Source: an optimization exercise on an open RTL-to-GDS flow (aim: small area, a short achievable clock period and few clock cycles per item). Production flows keep margins and buffers that such runs may drop.
The RTL was checked by simulation tests, not by an equivalence proof against the original design.

### config.mk
export PLATFORM = sky130hd
export DESIGN_NAME = ordered_list_engine
export DESIGN_NICKNAME = ordered_list_engine
export VERILOG_FILES = /design/flow/design.v
export SDC_FILE = /design/flow/constraint.sdc
export NUM_CORES = 4
export LEC_CHECK = 0
export CAP_MARGIN = 20
export CORE_MARGIN = 2
export CORE_UTILIZATION = 40
export SLEW_MARGIN = 20
### constraint.sdc
create_clock -name core_clock -period 5.5 [get_ports {clk_i}]
set_input_delay 1.1000 -clock core_clock [delete_from_list [all_inputs] [get_ports {clk_i}]]
set_output_delay 1.1000 -clock core_clock [all_outputs]
set_load 0.01 [all_outputs]
### design.v
`timescale 1ns / 1ps
package ole_pkg;
  localparam int unsigned VALUE_W = 32;
  localparam int unsigned CAP     = 32;
  localparam int unsigned LEN_W   = 6;    
  localparam int unsigned FIFO_N  = 4;    
  localparam logic [2:0] FUNC_SEARCH    = 3'd0;
  localparam logic [2:0] FUNC_INS_FRONT = 3'd1;
  localparam logic [2:0] FUNC_INS_END   = 3'd2;
  localparam logic [2:0] FUNC_DEL_FRONT = 3'd3;
  localparam logic [2:0] FUNC_DEL_END   = 3'd4;
  localparam logic [2:0] FUNC_INS_AT    = 3'd5;
  localparam logic [2:0] FUNC_DEL_AT    = 3'd6;
  localparam logic [2:0] FUNC_UPDATE_AT = 3'd7;
  localparam logic [1:0] ST_OK     = 2'd0;
  localparam logic [1:0] ST_EMPTY  = 2'd1;
  localparam logic [1:0] ST_BADIDX = 2'd2;
  localparam logic [1:0] ST_FULL   = 2'd3;
endpackage
`timescale 1ns / 1ps
module ole_cell (
  input  logic                        clk_i,
  input  logic                        sel_left_i,
  input  logic                        sel_right_i,
  input  logic                        sel_value_i,
  input  logic [ole_pkg::VALUE_W-1:0] value_i,
  input  logic [ole_pkg::VALUE_W-1:0] left_i,
  input  logic [ole_pkg::VALUE_W-1:0] right_i,
  output logic [ole_pkg::VALUE_W-1:0] data_o,
  output logic                        eq_o
);
  logic [ole_pkg::VALUE_W-1:0] data_q, data_d;
  logic                        hold;
  assign hold   = !(sel_left_i || sel_right_i || sel_value_i);
  assign data_d = ({ole_pkg::VALUE_W{sel_left_i}}  & left_i)
                | ({ole_pkg::VALUE_W{sel_right_i}} & right_i)
                | ({ole_pkg::VALUE_W{sel_value_i}} & value_i)
                | ({ole_pkg::VALUE_W{hold}}        & data_q);
  always_ff @(posedge clk_i) begin
    data_q <= data_d;
  end
  assign eq_o   = (data_q == value_i);
  assign data_o = data_q;
endmodule
`timescale 1ns / 1ps
module ole_ctrl (
  input  logic                          clk_i,
  input  logic                          rst_ni,
  input  logic                          accept_i,
  input  logic [2:0]                    func_i,
  input  logic [7:0]                    index_i,
  input  logic [ole_pkg::VALUE_W-1:0]   value_i,
  output logic [ole_pkg::CAP-1:0]       sel_left_o,
  output logic [ole_pkg::CAP-1:0]       sel_right_o,
  output logic [ole_pkg::CAP-1:0]       sel_value_o,
  output logic [ole_pkg::VALUE_W-1:0]   value_o,
  output logic [ole_pkg::CAP-1:0]       held_o,
  output logic                          x_valid_o,
  output logic                          x_search_o,
  output logic [1:0]                    x_status_o,
  output logic [ole_pkg::LEN_W-1:0]     x_count_o
);
  localparam int unsigned CAP = ole_pkg::CAP;
  logic                        i_valid;
  logic                        i_search, i_ins, i_del, i_wr, i_del_fe, i_del_at;
  logic                        i_fa, i_fb, i_fc;
  logic [CAP-1:0]              i_ge;       
  logic [ole_pkg::VALUE_W-1:0] i_value;
  logic [CAP-1:0]              ge_d;
  for (genvar k = 0; k < CAP; k++) begin : g_ge
    assign ge_d[k] = (index_i <= 8'(k));
  end
  always_ff @(posedge clk_i or negedge rst_ni) begin
    if (!rst_ni) i_valid <= 1'b0;
    else         i_valid <= accept_i;
  end
  always_ff @(posedge clk_i) begin
    i_search <= (func_i == ole_pkg::FUNC_SEARCH);
    i_ins    <= (func_i == ole_pkg::FUNC_INS_FRONT) || (func_i == ole_pkg::FUNC_INS_END)
             || (func_i == ole_pkg::FUNC_INS_AT);
    i_del    <= (func_i == ole_pkg::FUNC_DEL_FRONT) || (func_i == ole_pkg::FUNC_DEL_END)
             || (func_i == ole_pkg::FUNC_DEL_AT);
    i_wr     <= (func_i == ole_pkg::FUNC_UPDATE_AT);
    i_del_fe <= (func_i == ole_pkg::FUNC_DEL_FRONT) || (func_i == ole_pkg::FUNC_DEL_END);
    i_del_at <= (func_i == ole_pkg::FUNC_DEL_AT);
    i_fa     <= (func_i == ole_pkg::FUNC_INS_FRONT) || (func_i == ole_pkg::FUNC_DEL_FRONT);
    i_fb     <= (func_i == ole_pkg::FUNC_INS_END) || (func_i == ole_pkg::FUNC_DEL_END)
             || (func_i == ole_pkg::FUNC_INS_AT);
    i_fc     <= (func_i == ole_pkg::FUNC_INS_AT) || (func_i == ole_pkg::FUNC_DEL_AT)
             || (func_i == ole_pkg::FUNC_UPDATE_AT);
    i_ge     <= ge_d;
    i_value  <= value_i;
  end
  logic [CAP-1:0]          held_q, held_d;    
  logic [ole_pkg::LEN_W-1:0] len_q, len_d;
  logic                    full, empty, idx_ok;
  logic                    ins, del_row, wr, del_len;
  logic [CAP-1:0]          pos;                
  assign full   = held_q[CAP-1];
  assign empty  = !held_q[0];
  assign idx_ok = |(i_ge & held_q);
  assign ins     = i_valid && i_ins && !full;
  assign del_row = i_valid && i_del;
  assign wr      = i_valid && i_wr;
  assign del_len = i_valid && ((i_del_fe && !empty) || (i_del_at && idx_ok));
  assign pos = {CAP{i_fa}} | ({CAP{i_fb}} & ~held_q) | ({CAP{i_fc}} & i_ge);
  for (genvar k = 0; k < CAP; k++) begin : g_sel
    if (k == 0) begin : g_front
      assign sel_left_o[k]  = 1'b0;
      assign sel_value_o[k] = (ins || wr) && pos[k];
    end else begin : g_inner
      assign sel_left_o[k]  = ins && pos[k-1];
      assign sel_value_o[k] = (ins || wr) && pos[k] && !pos[k-1];
    end
    assign sel_right_o[k] = del_row && pos[k];
  end
  always_comb begin
    held_d = held_q;
    len_d  = len_q;
    if (ins) begin
      held_d = {held_q[CAP-2:0], 1'b1};
      len_d  = len_q + ole_pkg::LEN_W'(1);
    end else if (del_len) begin
      held_d = {1'b0, held_q[CAP-1:1]};
      len_d  = len_q - ole_pkg::LEN_W'(1);
    end
  end
  always_ff @(posedge clk_i or negedge rst_ni) begin
    if (!rst_ni) begin
      held_q <= '0;
      len_q  <= '0;
    end else begin
      held_q <= held_d;
      len_q  <= len_d;
    end
  end
  always_comb begin
    x_status_o = ole_pkg::ST_OK;
    if (i_ins && full)                          x_status_o = ole_pkg::ST_FULL;
    else if ((i_del_fe || i_del_at) && empty)   x_status_o = ole_pkg::ST_EMPTY;
    else if ((i_del_at || i_wr) && !idx_ok)     x_status_o = ole_pkg::ST_BADIDX;
  end
  assign value_o    = i_value;
  assign held_o     = held_q;
  assign x_valid_o  = i_valid;
  assign x_search_o = i_search;
  assign x_count_o  = len_d;
endmodule
`timescale 1ns / 1ps
module ordered_list_engine #(
  parameter int unsigned CAPACITY = 32
) (
  input  logic                        clk_i,
  input  logic                        rst_ni,
  input  logic                        in_valid_i,
  output logic                        in_stall_o,
  input  logic [2:0]                  func_i,
  input  logic [7:0]                  index_i,
  input  logic signed [31:0]          value_i,
  output logic                        out_valid_o,
  input  logic                        out_stall_i,
  output logic [1:0]                  status_o,
  output logic                        found_o,
  output logic [8:0]                  count_o
);
  localparam int unsigned CAP    = ole_pkg::CAP;
  localparam int unsigned LEN_W  = ole_pkg::LEN_W;
  localparam int unsigned FIFO_N = ole_pkg::FIFO_N;
  localparam int unsigned RES_W  = 3 + LEN_W;
  logic accept, pop;
  logic stall_q;
  assign accept = in_valid_i && !stall_q;
  logic [CAP-1:0]              sel_left, sel_right, sel_value, held, eq;
  logic [ole_pkg::VALUE_W-1:0] value;
  logic [ole_pkg::VALUE_W-1:0] cell_data [CAP];
  logic                        x_valid, x_search;
  logic [1:0]                  x_status;
  logic [LEN_W-1:0]            x_count;
  ole_ctrl u_ctrl (
    .clk_i       (clk_i),
    .rst_ni      (rst_ni),
    .accept_i    (accept),
    .func_i      (func_i),
    .index_i     (index_i),
    .value_i     (value_i),
    .sel_left_o  (sel_left),
    .sel_right_o (sel_right),
    .sel_value_o (sel_value),
    .value_o     (value),
    .held_o      (held),
    .x_valid_o   (x_valid),
    .x_search_o  (x_search),
    .x_status_o  (x_status),
    .x_count_o   (x_count)
  );
  for (genvar k = 0; k < CAP; k++) begin : g_cell
    logic [ole_pkg::VALUE_W-1:0] left_data, right_data;
    if (k == 0) begin : g_front
      assign left_data = value;
    end else begin : g_inner_l
      assign left_data = cell_data[k-1];
    end
    if (k == CAP - 1) begin : g_back
      assign right_data = cell_data[k];
    end else begin : g_inner_r
      assign right_data = cell_data[k+1];
    end
    ole_cell u_cell (
      .clk_i       (clk_i),
      .sel_left_i  (sel_left[k]),
      .sel_right_i (sel_right[k]),
      .sel_value_i (sel_value[k]),
      .value_i     (value),
      .left_i      (left_data),
      .right_i     (right_data),
      .data_o      (cell_data[k]),
      .eq_o        (eq[k])
    );
  end
  logic             y_valid, y_search;
  logic [CAP-1:0]   y_match;
  logic [1:0]       y_status;
  logic [LEN_W-1:0] y_count;
  always_ff @(posedge clk_i or negedge rst_ni) begin
    if (!rst_ni) y_valid <= 1'b0;
    else         y_valid <= x_valid;
  end
  always_ff @(posedge clk_i) begin
    y_search <= x_search;
    y_match  <= eq & held;
    y_status <= x_status;
    y_count  <= x_count;
  end
  logic [RES_W-1:0] y_res;
  assign y_res = {y_status, y_search && (|y_match), y_count};
  logic [RES_W-1:0]  q_data [FIFO_N];
  logic [FIFO_N-1:0] occ_q, occ_d;
  assign pop = occ_q[0] && !out_stall_i;
  for (genvar i = 0; i < FIFO_N; i++) begin : g_q
    logic             load;
    logic [RES_W-1:0] nxt;
    assign load = pop || !occ_q[i];
    if (i == FIFO_N - 1) begin : g_last
      assign nxt = y_res;
    end else begin : g_mid
      assign nxt = (pop && occ_q[i+1]) ? q_data[i+1] : y_res;
    end
    always_ff @(posedge clk_i) begin
      if (load) q_data[i] <= nxt;
    end
  end
  always_comb begin
    occ_d = occ_q;
    if (y_valid && !pop)      occ_d = {occ_q[FIFO_N-2:0], 1'b1};
    else if (!y_valid && pop) occ_d = {1'b0, occ_q[FIFO_N-1:1]};
  end
  logic [FIFO_N-1:0] fl_q, fl_d;
  always_comb begin
    fl_d = fl_q;
    if (accept && !pop)      fl_d = {fl_q[FIFO_N-2:0], 1'b1};
    else if (!accept && pop) fl_d = {1'b0, fl_q[FIFO_N-1:1]};
  end
  always_ff @(posedge clk_i or negedge rst_ni) begin
    if (!rst_ni) begin
      occ_q   <= '0;
      fl_q    <= '0;
      stall_q <= 1'b0;
    end else begin
      occ_q   <= occ_d;
      fl_q    <= fl_d;
      stall_q <= fl_d[FIFO_N-1];
    end
  end
  assign in_stall_o  = stall_q;
  assign out_valid_o = occ_q[0];
  assign status_o    = q_data[0][RES_W-1 -: 2];
  assign found_o     = q_data[0][LEN_W];
  assign count_o     = 9'(q_data[0][LEN_W-1:0]);
endmodule
### run.sh
#!/bin/bash
# synth_recipe.tcl (not shown) runs the flow's synth.tcl, then flattens the netlist and writes it again
# the make line also repeats each setting of config.mk as NAME=value (left out here)
make -C /OpenROAD-flow-scripts/flow DESIGN_CONFIG=/design/flow/config.mk WORK_HOME=/design/flow/orfs CLKGATE_MAP_FILE= SYNTH_SCRIPT=/design/flow/synth_recipe.tcl finish
==> results.cfg <==
[outcome]
status = timing/DRC/antenna clean

[synth]
yosysMostFrequentCell = nand2_1
yosys_warnings = 6
seq_area_frac_synth_pct = 42.0
synth-seq-cells = 1222
synth_area_leaders = dfxtp_1 38%, a222oi_1 17%, nand2_1 13%, xnor2_1 13%, clkbuf_1 2.9%
synthSimpleGateAreaFrac_pct = 18.3
syn-instance-count = 6775
synth_edf_count = 36
synth_xor_area_share_pct = 15.1
synth_top_family_by_area = compound AO/OA/AOI/OAI gates
synthAdderAreaFrac_pct = 0.105
synth_compound_area_share_pct = 18.6
yosys_most_used_dff = dfxtp_1
yosys.area.top_type = dfxtp_1
async_flop_share_pct = 3.93
yosysUniqueCellTypes = 51
synth.mux.area_fraction_pct = 1.03
avgSynthCellArea_um2 = 8.81
yosysTopAreaCellShare_pct = 38.2
synthTopCellsByCount = 2040 x nand2_1, 1138 x dfxtp_1, 992 x a222oi_1
syn_area_um2 = 59700

[pwr]
p_total_mw = 39.9
ir_drop_uv = 349
leakagePower_nw = 27.0
p_per_area_nw_per_um2 = 595

[drt]
vias = 56400
dr.pass1.iters = 15
drc = 0
wl_per_cell_um = 27.4
drtIter0Drc = 14000
drt-total-wl_um = 235000
ant_nets = 0
viasPerCell = 6.57

[cells_and_area]
postLayoutCellArea_um2 = 67100
area_growth_pct = 12.5
utilization_pct = 45.4
fill_cells = 14100
nets = 6597
drive_gt1_share_pct = 9.44

[floorplan]
ioPinCount = 61
die_h_um = 390
coreArea_um2 = 148000
initial_core_util_pct = 40.4
fp.dieW_um = 390
std_cell_rows = 141
dieArea_um2 = 152000

[setup_path]
worstReg2RegEnd = y_match[12]$_DFF_P_
crit_type = reg -> reg
end_kind = flip-flop
reg2reg_slack_ps = 1980
startpoint_type = flip-flop
r2r-start = u_ctrl.i_value[16]$_DFF_P_
critPathArrivalTime_ps = 4200
cp.required_ps = 6180
worstRegToRegCells = 7
crit_end = y_match[12]$_DFF_P_
crit_start = u_ctrl.i_value[16]$_DFF_P_
path_max_fanout = 16

[timing]
setup_viol = 0
maxSlewHeadroom_pct = 23.2
fin_crit_ps = 3520
hold_violations = 0
fin_tns_setup_ps = 0
finalWorstSetupSlack_ps = 1980
fmax_mhz = 284
finalMaxSlewViolations = 0
rsz0062_at_grt = no
finClkSkew_ps = 32.2
tightest_slew_ps = 1140
fin_crit_sh_pct = 63.9

[place]
port_buffers = 57
gp_congestion = 0.953
hpwl_um = 164000
dpl-instance-area_um2 = 62400
post-place-ws_ps = 2090

[global_route]
grt_pass1_vias = 52100
grt_max_degree = 63
grt_pass1_wl_um = 350000
grtUsageTotal_pct = 29.6
grt_antenna_before_repair = 2
overflow = 0

[clocking]
numCtsBuffers = 141
clk_latency_ps = 810
cts_sinks = 1222
cts_tree = built
cts-resized-gates = 0
cts_setup_buffers = 0
clockBufferDepth = 3
postCtsHoldBufs = 0
h-tree-depth = 4
clk_pin_slew_ps = 60
root_buffer = clkbuf_16

[job]
cap_violations = 0

[worst_hold_path]
min_path_type = reg -> reg
[per-layer routing]
metal	up-vias	wire, um	global-route usage, %
met5	-	0	0
met4	0	11200	14.1
met3	613	28700	5.60
met2	3925	101000	43.5
met1	27100	94600	41.5
li1	24700	-	-
[report_power, final]
| part | total [mW] | switching (mW) | internal (mW) |
|---|---|---|---|
| combinational | 9.88 | 5.05 | 4.83 |
| clock | 9.67 | 4.05 | 5.62 |
| sequential | 20.3 | 7.26 | 13.1 |
[stage by stage]
step	std cells	hold slack (ps)
after CTS	8584	335
after global placement	8330	318
final	8587	333
after detailed placement	8330	322
after global routing	8586	340
after floorplan	6777	310
[logic make-up (layout without fill, tap and decap cells)]
group,count (synthesis),count (layout)
fa+ha+maj,5,5
flops,1222,1222
other cells,1,4
simple gates,2577,2577
xor+xnor,1028,1028
compound gates,1160,1160
mux,58,58
buf+inv,724,603
[cell usage in the layout (no fill, tap or decap), drive strengths merged, types with 4 or more instances in the layout]
| cell type | synthesis | final |
|---|---|---|
| dfrtp | 48 | 48 |
| o21ai | 47 | 47 |
| o21a | 4 | 4 |
| ha | 5 | 5 |
| edfxtp | 36 | 36 |
| nor3 | 37 | 37 |
| nor2 | 83 | 83 |
| clkdlybuf4s50 | 0 | 56 |
| mux2i | 31 | 31 |
| buf | 183 | 216 |
| inv | 76 | 87 |
| a221oi | 35 | 35 |
| xor2 | 156 | 156 |
| mux2 | 27 | 27 |
| nand2 | 2040 | 2040 |
| a31oi | 5 | 5 |
| clkbuf | 465 | 214 |
| dfxtp | 1138 | 1138 |
| a222oi | 992 | 992 |
| xnor2 | 872 | 872 |
| nand3 | 37 | 37 |
| clkinv | 0 | 21 |
| a21oi | 15 | 15 |
| nor4 | 108 | 108 |
| nor3b | 31 | 31 |
| bufinv | 0 | 7 |
| a22oi | 44 | 44 |
| nand4 | 224 | 224 |
[how the worst min path moves through the flow]
stage | from | end | slack, ps | cells after the start
finish | u_ctrl.i_search$_DFF_P_ | y_search$_DFF_P_ | 330 | 0
global route | u_ctrl.i_search$_DFF_P_ | y_search$_DFF_P_ | 340 | 0
CTS | u_ctrl.i_search$_DFF_P_ | y_search$_DFF_P_ | 330 | 0
detailed placement | u_ctrl.i_search$_DFF_P_ | y_search$_DFF_P_ | 320 | 0
global placement | u_ctrl.i_search$_DFF_P_ | y_search$_DFF_P_ | 320 | 0
floorplan | u_ctrl.i_search$_DFF_P_ | y_search$_DFF_P_ | 310 | 0
[state kept, by name, indices dropped and copies added, names as in the netlist]
register,cells
u_ctrl.i_del_fe,1
g_cell.u_cell.data_q,1024
fl_q,4
u_ctrl.i_wr,1
u_ctrl.i_ge,32
y_search,1
u_ctrl.i_del,1
y_match,32
u_ctrl.held_q,32
y_count,6
u_ctrl.i_ins,1
u_ctrl.i_fc,1
y_valid,1
u_ctrl.i_search,1
u_ctrl.i_fb,1
u_ctrl.len_q,6
u_ctrl.i_valid,1
u_ctrl.i_del_at,1
y_status,2
occ_q,4
q_data,36
u_ctrl.i_value,32
u_ctrl.i_fa,1
[worst max-delay path, stage by stage, from the launching register on]
cell and delay [ps]:
dfxtp_4 710, buf_4 380, buf_4 290, xnor2_1 140
nand4_1 150, nor4_1 950, nand4_1 310, nor4_1 440
[layout make-up]
class | count | area [um2] | area share [%]
clock inverters | 41 | 493 | 0.735
repair buffers | 273 | 2290 | 3.42
well taps | 1930 | 2410 | 3.60
diodes | 1 | 2.50 | 0.00373
inverters | 76 | 285 | 0.425
clock buffers | 213 | 4200 | 6.25
flip-flops and latches | 1222 | 25200 | 37.5
multi-input cells | 4831 | 32200 | 48.0
Testbench counts, summed over its fixed seeds: cycles 16,024, items 16,000.

[re-timing with driven ports]
The flow's constraints put no driver on any port. The routed layout listed below was extracted and timed again, unchanged, in two steps.
Step 1 (the two cells are an assumption about what drives the block):
set clk [get_ports {clk_i}]
set_driving_cell -lib_cell sky130_fd_sc_hd__clkbuf_16 $clk
set_driving_cell -lib_cell sky130_fd_sc_hd__buf_2 [delete_from_list [all_inputs] $clk]
Step 2 adds t to the input delays and takes it off the output delays; t is the mean of the earliest and latest rising clock arrival at the registers after step 1. Input paths then give back, and output paths get back, about the clock's delay inside the block.
a / b / c = no drivers / after step 1 / after step 2; a / b = the first two.
shift t [ns]: 0.877
setup WS [ns]: 1.984 / 1.984 / 1.984
worst data-port slew with drivers (ns): 0.12
After both steps this run still meets setup and hold. The setup slack of this run moves by 0.000 ns with the drivers and by 0.000 ns with both steps.
